From an optimization exercise on the open Yosys and OpenROAD flow, aimed at small area and a short achievable clock period; shortcuts taken in it are not production practice.
Function was checked by simulation only, so behaviour that the tests miss may differ from the original.

### design/flow/config.mk
export PLATFORM = sky130hd
export DESIGN_NAME = sobel_edge_core
export DESIGN_NICKNAME = sobel_edge_core
export VERILOG_FILES = /design/flow/design.v
export SDC_FILE = /design/flow/constraint.sdc
export NUM_CORES = 4
export LEC_CHECK = 0
export CAP_MARGIN = 20
export CORE_MARGIN = 2
export CORE_UTILIZATION = 40
export SLEW_MARGIN = 20
### design/flow/constraint.sdc
create_clock -name core_clock -period 7.0 [get_ports {iClk}]
set_input_delay 1.4000 -clock core_clock [delete_from_list [all_inputs] [get_ports {iClk}]]
set_output_delay 1.4000 -clock core_clock [all_outputs]
set_load 0.01 [all_outputs]
### design/flow/design.v
package sobel_pkg;
    localparam int PIX_W         = 24;
    localparam int LUMA_W        = 8;
    localparam int GRAD_W        = 11;
    localparam int ABS_W         = 10;
    localparam int MAG_W         = 8;
    localparam int CNT_W         = 17;
    localparam int FRAME_PIX_DEF = 130560;
    localparam logic [15:0] C_R = 16'd77;
    localparam logic [15:0] C_G = 16'd150;
    localparam logic [15:0] C_B = 16'd29;
    function automatic logic signed [GRAD_W-1:0] sx(
        input logic [LUMA_W-1:0] v
    );
        sx = $signed({{(GRAD_W-LUMA_W){1'b0}}, v});
    endfunction
endpackage
module sobel_rgb2luma
(
    input  logic              clk_i,
    input  logic              rst_i,
    input  logic              en_i,
    input  logic [sobel_pkg::PIX_W-1:0]  pix_i,
    output logic [sobel_pkg::LUMA_W-1:0] y_o
);
    localparam int PIX_W = sobel_pkg::PIX_W;
    localparam int LUMA_W = sobel_pkg::LUMA_W;
    localparam logic [15:0] C_R = sobel_pkg::C_R;
    localparam logic [15:0] C_G = sobel_pkg::C_G;
    localparam logic [15:0] C_B = sobel_pkg::C_B;
    logic [15:0]       sum;
    logic [LUMA_W-1:0] y_d, y_q;
    always_comb begin
        sum = C_R * {8'd0, pix_i[23:16]}
            + C_G * {8'd0, pix_i[15:8]}
            + C_B * {8'd0, pix_i[7:0]};
        y_d = LUMA_W'(sum >> 8);
    end
    always_ff @(posedge clk_i or posedge rst_i) begin
        if (rst_i) begin
            y_q <= '0;
        end else if (en_i) begin
            y_q <= y_d;
        end
    end
    assign y_o = y_q;
endmodule
module sobel_edge_core
#(
    parameter int FRAME_PIX = sobel_pkg::FRAME_PIX_DEF
) (
    input  logic              iClk,
    input  logic              iRst,
    input  logic              wEnClk,
    input  logic              wFgPixelValid,
    input  logic [sobel_pkg::PIX_W-1:0]  wPixel00,
    input  logic [sobel_pkg::PIX_W-1:0]  wPixel01,
    input  logic [sobel_pkg::PIX_W-1:0]  wPixel02,
    input  logic [sobel_pkg::PIX_W-1:0]  wPixel10,
    input  logic [sobel_pkg::PIX_W-1:0]  wPixel11,
    input  logic [sobel_pkg::PIX_W-1:0]  wPixel12,
    input  logic [sobel_pkg::PIX_W-1:0]  wPixel20,
    input  logic [sobel_pkg::PIX_W-1:0]  wPixel21,
    input  logic [sobel_pkg::PIX_W-1:0]  wPixel22,
    input  logic              wConvolDone,
    output logic              wFgSobelValid,
    output logic [sobel_pkg::MAG_W-1:0]  wSobelPixel,
    output logic [sobel_pkg::CNT_W-1:0]  wOutCnt,
    output logic              wSobelDone
);
    localparam int PIX_W = sobel_pkg::PIX_W;
    localparam int LUMA_W = sobel_pkg::LUMA_W;
    localparam int GRAD_W = sobel_pkg::GRAD_W;
    localparam int ABS_W = sobel_pkg::ABS_W;
    localparam int MAG_W = sobel_pkg::MAG_W;
    localparam int CNT_W = sobel_pkg::CNT_W;
    logic [PIX_W-1:0]  pix [9];
    logic [LUMA_W-1:0] y   [9];
    assign pix[0] = wPixel00;
    assign pix[1] = wPixel01;
    assign pix[2] = wPixel02;
    assign pix[3] = wPixel10;
    assign pix[4] = wPixel11;
    assign pix[5] = wPixel12;
    assign pix[6] = wPixel20;
    assign pix[7] = wPixel21;
    assign pix[8] = wPixel22;
    for (genvar i = 0; i < 9; i++) begin : g_luma
        sobel_rgb2luma u_luma (
            .clk_i (iClk),
            .rst_i (iRst),
            .en_i  (wEnClk),
            .pix_i (pix[i]),
            .y_o   (y[i])
        );
    end
    logic signed [GRAD_W-1:0] gx_d, gy_d, gx_q, gy_q;
    logic [ABS_W-1:0]         ax_d, ay_d, ax_q, ay_q;
    logic [ABS_W:0]           sum;
    logic [MAG_W-1:0]         mag;
    logic [MAG_W-1:0]         pix_d, pix_q;
    logic [3:0]               v_d, v_q;
    logic [3:0]               dn_d, dn_q;
    logic [CNT_W-1:0]         cnt_base, cnt_d, cnt_q;
    always_comb begin
        gx_d = (sobel_pkg::sx(y[2]) + (sobel_pkg::sx(y[5]) <<< 1) + sobel_pkg::sx(y[8]))
             - (sobel_pkg::sx(y[0]) + (sobel_pkg::sx(y[3]) <<< 1) + sobel_pkg::sx(y[6]));
        gy_d = (sobel_pkg::sx(y[6]) + (sobel_pkg::sx(y[7]) <<< 1) + sobel_pkg::sx(y[8]))
             - (sobel_pkg::sx(y[0]) + (sobel_pkg::sx(y[1]) <<< 1) + sobel_pkg::sx(y[2]));
        ax_d = ABS_W'(gx_q[GRAD_W-1] ? -gx_q : gx_q);
        ay_d = ABS_W'(gy_q[GRAD_W-1] ? -gy_q : gy_q);
        sum  = {1'b0, ax_q} + {1'b0, ay_q};
        mag  = (|sum[ABS_W:MAG_W]) ? {MAG_W{1'b1}} : sum[MAG_W-1:0];
        pix_d = mag;
        v_d  = {v_q[2:0], wFgPixelValid};
        dn_d = {dn_q[2:0], wConvolDone};
    end
    always_comb begin
        cnt_base = dn_q[3] ? '0 : cnt_q;
        cnt_d    = cnt_base;
        if (v_q[2] && cnt_base != CNT_W'(FRAME_PIX)) begin
            cnt_d = cnt_base + CNT_W'(1);
        end
    end
    always_ff @(posedge iClk or posedge iRst) begin
        if (iRst) begin
            gx_q  <= '0;
            gy_q  <= '0;
            ax_q  <= '0;
            ay_q  <= '0;
            pix_q <= '0;
            v_q   <= '0;
            dn_q  <= '0;
            cnt_q <= '0;
        end else if (wEnClk) begin
            gx_q  <= gx_d;
            gy_q  <= gy_d;
            ax_q  <= ax_d;
            ay_q  <= ay_d;
            pix_q <= pix_d;
            v_q   <= v_d;
            dn_q  <= dn_d;
            cnt_q <= cnt_d;
        end
    end
    assign wFgSobelValid = v_q[3];
    assign wSobelPixel   = pix_q;
    assign wOutCnt       = cnt_q;
    assign wSobelDone    = dn_q[3];
endmodule
### design/flow/run.sh
#!/bin/bash
# synth_recipe.tcl (not shown) runs the flow's synth.tcl, then flattens the netlist and writes it again
# the make line also repeats each setting of config.mk as NAME=value (left out here)
make -C /OpenROAD-flow-scripts/flow DESIGN_CONFIG=/design/flow/config.mk WORK_HOME=/design/flow/orfs CLKGATE_MAP_FILE= SYNTH_SCRIPT=/design/flow/synth_recipe.tcl finish
==> results by group <==
Placed design
  – GP Congestion: between 0.8 and 0.9
  – Post-DP Area: 41,540 um^2
  – Post-DP HPWL: 67.88 mm
  – Placed Cells: 5,459
  – IO Port Bufs: between 200 and 250

Setup path
  – CP endpoint kind: register
  – Worst EP arrival: 6860 ps
  – Largest stage delay, worst path: 540 ps
  – Crit-path max FO: 3
  – WS Path Type: input port to register
  – CP Launch Type: input port
  – WP data required: between 7000 and 8000 ps
  – Slowest cell on the critical path: fa_1
  – Worst-path cell chain: clkdlybuf4s50_1 > inv_1 > fa_1 > inv_1 > ha_1 > fa_1 > ha_1 > nor2b_1 > o21ai_0 > a21oi_1 > o21a_1 > nor2_1 > xor2_1 > fa_1 > inv_1 > ha_1 > nand2_1 > a21oi_1 > a211oi_1 > o211ai_1 > a211o_1 > a2111oi_1 > a311oi_1

Synth
  – Post-Syn Area: 36,670 um^2
  – Mapped Cells: about 3.9k
  – Number of synthesized flops with an enable pin: 0
  – Async S/R FF share, synth: 100.0%
  – Synthesized flop and latch total: 139
  – Post-synthesis net count: 5,440
  – Warnings from Yosys: 5
  – Yosys cell types: 93
  – Synth top area cells: ha_1, fa_1, dfrtp_1
  – Most used flip-flop cell after synthesis: dfrtp_1
  – Top cell type's share of synthesized area: 32.14%
  – Sequential-to-total area share from yosys stat: 9.485%
  – Mean Syn Cell Area: 9.379 um^2
  – Largest area contributor in the netlist: ha_1

Drt
  – WL per Instance: approximately 14 um
  – Starting DRC count in detailed routing: about 860
  – Vias per std cell: roughly 4.9
  – DR pass1 iterations: 5
  – Drt drc: 0
  – Antenna viol nets, final: 0
  – DR vias: between 20k and 30k
  – Final wirelength: 75.85 mm

Cells and area
  – Final instance area: 42,120 um^2
  – Final Core Density: 46.16%
  – Layout area overhead: 14.86%
  – Layout Nets: ~5.8k
  – Layout Cells excl Fill: 5,493
  – Share of cells above drive strength 1: 7.038%

Floorplanning
  – Number of I/O pins: 248
  – Initial Utilization: 40.19%
  – Die Ht: 306.8 um
  – Core Area: 91,250 um^2
  – Die ar.: 94,120 um^2
  – Row count: 111
  – Chip width: between 300 and 400 um

STA
  – Final worst path period share: a little over nine tenths
  – Setup Viol. Count Final: 0
  – Max-slew violations: 0
  – Max-slew headroom: 44.02%
  – Endpoints failing hold: 0
  – Least-Margin Pin Slew: 839.6 ps
  – Clock skew: 10.36 ps
  – Fmax: 151.6 MHz
  – Minimum clock period: 6597 ps

CTS
  – CTS max path bufs: 2
  – Post-CTS Hold Buffers: 0
  – CTS Buf Count: 17
  – Clk slew on worst S/H paths: 70 ps
  – Root Driver: clkbuf_16
  – CTS sink count: about 140
  – Post-CTS setup buffers: 0
  – H-tree Lvls: 4
  – Clock latency on the worst-skew pair: between 400 and 500 ps
  – CTS tree: built
  – CTS resizes: 0

Global routing
  – Vias in the first global route: 28.08k
  – GR Util All Layers: between 10% and 20%
  – Total global routing overflow: 0
  – Largest net degree at the start of global routing: between 90 and 100
  – Initial antenna violation count: 5
  – First-pass GRT wire length: around 130 mm

Outcome
  – Status: timing/DRC/antenna clean

Min path
  – Min-Delay Path Class: register to register

Flow run
  – Max_cap viols: 0
[synthesized netlist by cell type, types with 18 or more instances]
master / count
xor2_1: 134
nor2_1: 144
o21a_1: 26
o211ai_1: 20
fa_1: 367
o21ai_0: 96
or3_1: 23
nand3_1: 52
nand2_1: 133
nor3_1: 68
nor2b_1: 34
mux2_2: 61
ha_1: 942
xnor2_1: 151
a31oi_1: 18
and3_1: 28
a21oi_1: 196
inv_1: 801
dfrtp_1: 139
a21o_1: 81
nand4_1: 26
o21bai_1: 24
nand2b_1: 40
[sequential cells by signal (all words and copies together) (netlist names)]
| signal | cells |
|---|---|
| gy_q | 11 |
| g_luma.u_luma.y_q | 64 |
| gx_q | 11 |
| pix_q | 8 |
| dn_q | 4 |
| v_q | 4 |
| ay_q | 10 |
| cnt_q | 17 |
| ax_q | 10 |
[worst max-delay path: cells and delay by family]
kind | cells | cell delay, ps
compound gates | 9 | 1860
simple gates | 3 | 370
fa+ha+maj | 6 | 2450
xor+xnor | 1 | 130
buf+inv | 4 | 670
[per-stage QoR]
stage               hold slack, ps  setup WS (ps)  TNS [ps]
floorplan                    449.8          706.3         0
global placement             466.6         -34.48    -34.48
detailed placement           470.7         -43.11    -48.80
CTS                          484.3          384.9         0
global route                 511.5         -14.71    -14.71
finish                       475.4          403.0         0
[logic make-up after synthesis]
logic type               Yosys count  share of synthesized area, %
buffers and inverters            828                         8.478
AO/OA/AOI/OAI                    643                         11.96
AND/OR/NAND/NOR                  631                         8.775
multiplexers                      73                         2.201
flip-flops                       139                         9.485
XOR/XNOR                         287                         6.929
adder cells (fa/ha/maj)         1309                         52.17
[cell type report]
type	instances	area, um^2
clock buffer	19	432.9
multi-input combinational	2943	30090
fill	8793	49120
sequential	139	3478
inverter	802	3015
timing repair buffer	389	3480
tap	1186	1484
clock inverter	13	133.9
antenna	2	5.005
[final timing paths]
path	start	to	slack, ps	cells past startpoint
min in group asynchronous	iRst	pix_q[0]$_DFFE_PP0P_	1580	2
setup / recovery	wPixel00[3]	g_luma[0].u_luma.y_q[6]$_DFFE_PP0P_	400	23
setup reg to reg	g_luma[6].u_luma.y_q[2]$_DFFE_PP0P_	gy_q[10]$_DFFE_PP0P_	3110	13
hold reg to reg	dn_q[2]$_DFFE_PP0P_	dn_q[3]$_DFFE_PP0P_	480	1
hold / removal	dn_q[2]$_DFFE_PP0P_	dn_q[3]$_DFFE_PP0P_	480	1
max in group asynchronous	iRst	dn_q[2]$_DFFE_PP0P_	4250	3
[cells in the final DEF (no fill, tap or decap), types with 68 or more instances in the layout]
cell type / count
nor2_1: 144
nand2_1: 133
buf_4: 166
ha_1: 942
inv_1: 799
a21o_1: 81
xor2_1: 134
nor3_1: 68
clkdlybuf4s50_1: 222
dfrtp_1: 139
fa_1: 367
xnor2_1: 151
a21oi_1: 196
o21ai_0: 96
[per-layer routing]
| metal | global-route usage [%] | share of wire [%] | routed length, um | vias up |
|---|---|---|---|---|
| met5 | 0 | 0 | 0 | - |
| met4 | 2.702 | 1.3 | 980 | 0 |
| met3 | 1.247 | 1.9 | 1443 | 34 |
| met2 | 30.15 | 49 | 36970 | 215 |
| met1 | 22.57 | 48 | 36460 | 12680 |
| li1 | - | - | - | 14040 |

[separate check: timing with driven ports]
The results above use ideal ports. As a check the final layout listed here was re-extracted and re-timed, cells and wires unchanged.
Step 1: set_driving_cell puts a clkbuf_16 on iClk and a buf_2 on each other input, an assumption about the parent block.
Step 2 also shifts input and output timing later by t, the mid clock arrival at the registers, as if the neighbouring blocks saw the same clock.
a / b / c = no drivers / after step 1 / after step 2; a / b = the first two.
shift t [ns]: 0.490
setup slack, ns: 0.403 / 0.437 / -0.053
clock arrival spread, ns: 0.013 / 0.013
Met with ideal ports but missed after step 2: setup timing in this run. The setup slack of this run moves by +0.034 ns with the drivers and by -0.456 ns with both steps.
